Source: an optimization exercise on an open RTL-to-GDS flow (aim: small area, a short achievable clock period and few clock cycles). Production flows keep margins and buffers that such runs may drop. Where RTL was checked, it was by simulation tests only, not by an equivalence proof against the original.

## xenon
Design accum_bank_ctl, start of the top module:
module accum_bank_ctl
#(
    parameter int NUM_CH   = 32,
    parameter int IN_W     = 17,
    parameter int ACC_W    = 24,
    parameter int CNT_W    = 8
) (
    input  logic                    clk,
    input  logic                    reset_n,
    input  logic                    start,
    input  logic [CNT_W-1:0]        len,
    input  logic                    in_valid,
    output logic                    in_ready,
    input  logic [NUM_CH*IN_W-1:0]  accum_i,
    output logic                    out_valid,
    input  logic                    out_ready,
    output logic [NUM_CH*ACC_W-1:0] result,
    output logic [NUM_CH-1:0]       ovf,
    output logic                    busy
);
    logic             busy_q, rdy_q, vld_q;
    logic [1:0]       settle_q;
    logic [CNT_W-1:0] cnt_q;
    logic             go, beat, last;
    assign go   = start & (~busy_q | (vld_q & out_ready));
    assign beat = in_valid & rdy_q;
    assign last = beat & (cnt_q == CNT_W'(1));
    always_ff @(posedge clk or negedge reset_n) begin
        if (!reset_n) begin
            busy_q   <= 1'b0;
            rdy_q    <= 1'b0;
            vld_q    <= 1'b0;
            settle_q <= '0;
            cnt_q    <= '0;
        end else begin
            settle_q <= {settle_q[0], last} & {2{~go}};
            if (go) begin
                busy_q <= 1'b1;
  ...
Size in the first run: about 880 flip-flops, ~1400 I/O pins, roughly 61000 µm² of cells after synthesis.
export LEC_CHECK = 0
export CAP_MARGIN = 20
export CORE_MARGIN = 2
export CORE_UTILIZATION = 55
export SETUP_SLACK_MARGIN = 2.4
export SLEW_MARGIN = 20
create_clock -name core_clock -period 4.8 [get_ports {clk}]
standard.sh (not shown) runs the stock make flow with config.mk's settings and CLKGATE_MAP_FILE= SYNTH_SCRIPT=/design/flow/synth_recipe.tcl, a recipe that flattens the netlist after the stock synthesis.
==> flow/flow/run.sh <==
#!/bin/bash
# Layout flow: the standard layout (standard.sh, ORFS with the standard synthesis), with two
# changes: the port buffers are buf_2 cells instead of the resizer's default pick, and the pins
# may sit on adjacent routing tracks, so the die need not grow to fit 1360 pins.
# Each tool's full output is kept in a log file of its own in this folder.
set -euo pipefail
export BUFFER_PORTS_ARGS="-buffer_cell sky130_fd_sc_hd__buf_2"
export PLACE_PINS_ARGS="-min_distance 1 -min_distance_in_tracks"
bash standard.sh synth > synth.log 2>&1
bash standard.sh > layout.log 2>&1
xenon: GRT-0116 in 5_1_grt -> run aborted
Testbench counts of xenon, summed over its fixed seeds: cycles 17,923.
The following lists how maple was set up differently from xenon:
Settings: a change of CORE_UTILIZATION from 55 to 45.
## What came out
- Apart from xenon, each of xenon and maple ends the flow with a layout that passes the timing, DRC and antenna checks.
- maple against xenon: area fraction in and, or, nand and nor cells after synthesis was more or less identical, number of core rows rose by 11%, post-placement cell count climbed 2.8%.
- Diff xenon -> maple: width of the die rose about 10%; flip-flop and latch count after synthesis neither gained nor lost much; routability congestion estimate from global placement level; area after synthesis now sits at about the same level.
- xenon → maple: initial cell density of the core lost 10 points; vertical extent of the die picked up an extra 10%; post-CTS resize count picked up an extra 46; placed wire-length estimate after detailed placement picked up an extra 11 mm.
Changes in quartz relative to maple:
Settings: changing CORE_UTILIZATION from 45 to 60.
--- a/flow/flow/run.sh
+++ b/flow/flow/run.sh
@@ -3 +3 @@
-# changes: the port buffers are buf_2 cells instead of the resizer's default pick, and the pins
+# changes: the port buffers are buf_1 cells instead of the resizer's default pick, and the pins
@@ -7 +7 @@
-export BUFFER_PORTS_ARGS="-buffer_cell sky130_fd_sc_hd__buf_2"
+export BUFFER_PORTS_ARGS="-buffer_cell sky130_fd_sc_hd__buf_1"
--- outcome ---
Status: quartz FAILED at 5_1_grt (tool error). Horizontal extent of the die (maple / quartz): 1.15. The height of the die of quartz falls short of that of maple by about 13%. Of quartz and maple, it is quartz that has the lower count of placed standard cells including taps. quartz vs. maple: worst setup slack before clock tree synthesis lost 0.31 ns; area after synthesis comparable.

---

accum_bank_ctl, a different RTL version from the one above (not shown whole).
Size: ~6100 cells after synthesis, roughly 850 flip-flops, about 0.053 mm² of cells after synthesis.
make LEC_CHECK=0 CAP_MARGIN=20 CORE_AREA='4 4 466 466' DIE_AREA='0 0 470 470' SETUP_SLACK_MARGIN=2.0 SLEW_MARGIN=20 finish   # period 4.8 ns
run.sh (not shown) runs the stock make flow with config.mk's settings and CLKGATE_MAP_FILE= SYNTH_SCRIPT=/design/flow/synth_recipe.tcl, a recipe that flattens the netlist after the stock synthesis.
Stock flow here: none of the scripts above is used.
Edit:
- SETUP_SLACK_MARGIN: 2.0 -> 1.0
Outcome:
- worst setup slack gets worse by 240 ps
- critical path depth went down by 3
- synthesized cell count does not change
No functional check of the RTL was part of any run of this note.

## static timing again, ports no longer ideal
The results above use ideal ports. As a check the final layouts listed here were re-extracted and re-timed, cells and wires unchanged.
Step 1, drivers: a clkbuf_16 drives clk and a buf_2 each remaining input, both assumed.
Step 2 moves the port delays by t, midway between the first and last clock arrival at a register: inputs arrive t later, outputs are due t later. That takes back most of the time a late clock gives input paths.
Slacks: ideal ports / drivers / drivers and shift; pairs: ideal ports / drivers.
| run | shift t [ns] | setup slack, ns | hold WS [ns] |
|---|---|---|---|
| maple | 0.790 | 2.406 / 2.326 / 1.814 | 0.173 / 0.243 / 0.465 |
| the first run of note 2 | 0.826 | 1.340 / 1.340 / 0.639 | 0.460 / 0.460 / 0.460 |
| the second run of note 2 | 0.820 | 1.100 / 1.100 / 0.451 | 0.469 / 0.469 / 0.469 |
After both steps every run listed still meets setup and hold. For the first run of note 2, which loses most, drivers alone change the setup slack by 0.000 ns; drivers and shift together by -0.701 ns.
